What follows belongs to an exercise in optimizing a design on an open flow for small area and a short achievable clock period; a production flow would make more cautious choices. Power and IR drop assume default switching activity.

lane 1:
## qu_front_end
module qu_front_end (
    input  logic                          clk,
    input  logic                          rst_n,
    input  logic                          redirect,
    input  logic [qu_pkg::pc_w-1:0]       redirect_pc,
    output logic [qu_pkg::pc_w-1:0]       imem_addr,
    input  logic [qu_pkg::instr_w-1:0]    imem_data,
    output logic [qu_pkg::preg_w-1:0]     rf_rd1_addr,
    output logic [qu_pkg::preg_w-1:0]     rf_rd2_addr,
    input  logic [qu_pkg::instr_w-1:0]    rf_rd1_data,
    input  logic [qu_pkg::instr_w-1:0]    rf_rd2_data,
    input  logic                          wb_valid,
    input  logic [qu_pkg::preg_w-1:0]     wb_preg,
    input  logic                          free_valid,
    input  logic [qu_pkg::preg_w-1:0]     free_preg,
    input  logic                          rs_credit,
    output logic                          rs_valid,
    output logic [qu_pkg::rs_entry_w-1:0] rs_entry
);
Settings: LEC_CHECK=0, CAP_MARGIN=20, CORE_MARGIN=2, CORE_UTILIZATION=58, CTS_CLUSTER_DIAMETER=100, CTS_CLUSTER_SIZE=22, SETUP_SLACK_MARGIN=2.6, SLEW_MARGIN=20, BUFFER_PORTS_ARGS=-inputs -buffer_cell sky130_fd_sc_hd__buf_1, PRE_GLOBAL_PLACE_TCL=/design/flow/flow/pre_gpl.tcl; clock period 5.0 ns.
standard.sh (not shown) runs the stock make flow with config.mk's settings and CLKGATE_MAP_FILE= SYNTH_SCRIPT=/design/flow/synth_recipe.tcl, a recipe that flattens the netlist after the stock synthesis.
==> flow/flow/run.sh <==
#!/bin/bash
# Standard layout, with the port buffers chosen here: buf_1 on inputs and
# buf_2 on outputs, instead of the cell that buffer_ports picks by default.
set -euo pipefail
here=$(pwd)
cat > "$here/flow/pre_gpl.tcl" <<'TCL'
buffer_ports -outputs -buffer_cell sky130_fd_sc_hd__buf_2
TCL
cat >> config.mk <<EOC
export BUFFER_PORTS_ARGS = -inputs -buffer_cell sky130_fd_sc_hd__buf_1
export PRE_GLOBAL_PLACE_TCL = $here/flow/pre_gpl.tcl
EOC
bash standard.sh > standard_flow.log 2>&1
==> flow/flow/pre_gpl.tcl <==
buffer_ports -outputs -buffer_cell sky130_fd_sc_hd__buf_2
The final layout from lane 1, which completed every stage, passed the timing, design-rule and antenna checks at the end of the flow.
Changes in lane 2 relative to lane 1:
--- a/flow/design.v
+++ b/flow/design.v
@@ -147,17 +147,15 @@
     logic h_load;
     logic b_push;
     logic b_pop;
     assign h_load = take || d_empty;
     assign b_push = d_push && !d_empty && !(take && d_one);
     assign b_pop = take && d_many;
     always_ff @(posedge clk) begin
-        if (h_load) begin
-            h_f <= h_next;
-        end
+        h_f <= h_f_nx;
         for (int i = 0; i < 3; i++) begin
             if (d_fill && b_wp[i]) begin
                 b_f[i] <= d_in_f;
             end
         end
     end
     logic [1:0]  h_kind;
@@ -238,20 +236,20 @@
             byp_rs2 <= take && (h_next[14:10] == h_rd);
         end
     end
     logic [31:1] h_rs1_oh;
     logic [31:1] h_rs2_oh;
     logic [5:0]  rat_rs1;
     logic [5:0]  rat_rs2;
+    logic [16:0] h_f_nx;
+    assign h_f_nx = h_load ? h_next : h_f;
     always_ff @(posedge clk) begin
-        if (h_load) begin
-            for (int i = 1; i < 32; i++) begin
-                h_rs1_oh[i] <= (h_next[9:5] == 5'(i));
-                h_rs2_oh[i] <= (h_next[14:10] == 5'(i));
-            end
+        for (int i = 1; i < 32; i++) begin
+            h_rs1_oh[i] <= (h_f_nx[9:5] == 5'(i));
+            h_rs2_oh[i] <= (h_f_nx[14:10] == 5'(i));
         end
     end
     always_comb begin
         rat_rs1 = '0;
         rat_rs2 = '0;
         for (int i = 1; i < 32; i++) begin
             rat_rs1 = rat_rs1 | ({6{h_rs1_oh[i]}} & rat[i]);
@@ -374,38 +372,39 @@
         if (m_acc) begin
             m_op <= {d_rest[41:10], h_f[16:15], d_rest[9:3], h_f[14:5], d_rest[2:0], h_f[4:0]};
             m_rd_p <= alloc;
             m_src1_p <= src1_p;
             m_src2_p <= src2_p;
         end
     end
-    logic [2:0]  credits;
-    logic [2:0]  credits_nx;
+    logic [5:0]  credits;    
     logic        busy1;
     logic        busy2;
     logic        rdy1;
     logic        rdy2;
     logic [np-1:0] busy_all;
     assign busy_all = {busy, 1'b0};
     assign rf_rd1_addr = m_src1_p;
     assign rf_rd2_addr = m_src2_p;
     assign drain = m_v && cred_nz;
     assign busy1 = busy_all[m_src1_p];
     assign busy2 = busy_all[m_src2_p];
-    assign credits_nx = credits - 3'(drain) + 3'(rs_credit);
+    assign cred_nz = credits[0];
     assign rdy1 = !busy1 || (wb_valid && wb_preg == m_src1_p);
     assign rdy2 = !busy2 || (wb_valid && wb_preg == m_src2_p);
     always_ff @(posedge clk or negedge rst_n) begin
         if (!rst_n) begin
-            credits <= 3'd6;
-            cred_nz <= 1'b1;
+            credits <= 6'b111111;
             rs_valid <= 1'b0;
         end else begin
-            credits <= credits_nx;
-            cred_nz <= (credits_nx != 3'd0);
+            if (rs_credit && !drain) begin
+                credits <= {credits[4:0], 1'b1};
+            end else if (drain && !rs_credit) begin
+                credits <= {1'b0, credits[5:1]};
+            end
             rs_valid <= drain;
         end
     end
     logic [31:0] e_pc;
     logic [1:0]  e_kind;
     logic [31:7] e_ins;
     logic        e_lui;
--- outcome ---
Comparing lane 1 and lane 2, the lower number of buffers and inverters on the critical path is on lane 2.
The worst min-delay path category comes out in -> async in one run and reg -> reg in the other, namely in lane 2 and lane 1 respectively.
Lane 1 -> lane 2: number of buffers inserted during clock tree synthesis flat
Per the comparison of lane 2 with lane 1, critical path depth decreased 1, switching share of power -1.8 points, number of flip-flops and latches roughly the same, number of instances in the placed design shows an increase of about 0.37%.
Looking at post-route minimum period across both flows, lane 2 is the stronger of the two, with lane 1 trailing.
On post-synthesis compound-gate area fraction: between lane 1 and lane 2, it ends up higher for lane 2.
Sequential cell area in the final layout came out lower on lane 2 than on lane 1.
Function was not checked in any run of this note: the RTL went through the layout flow alone.

==> separate check: timing with driven ports <==
Ports are ideal in the flow. The routed layouts listed here were re-timed in OpenROAD. Step 1, drivers: a clkbuf_16 drives clk and a buf_2 each remaining input, both assumed. Step 2 moves the port delays by t, midway between the first and last clock arrival at a register: inputs arrive t later, outputs are due t later. That takes back most of the time a late clock gives input paths. a / b / c = ideal ports / drivers / drivers and shift; a / b = the first two.
run	t, ns	slack for setup (ns)	worst setup path at the end	slew at the worst register clock pin (ns)	cell pins on the clock port's net
lane 1	0.734	2.523 / 2.455 / 2.036	input to register	0.10 / 0.10	1
lane 2	0.737	2.547 / 2.477 / 2.035	input to register	0.10 / 0.10	1
After both steps every run listed still meets setup and hold. The setup slack of lane 2, which loses most, moves by -0.070 ns with the drivers and by -0.512 ns with both steps.
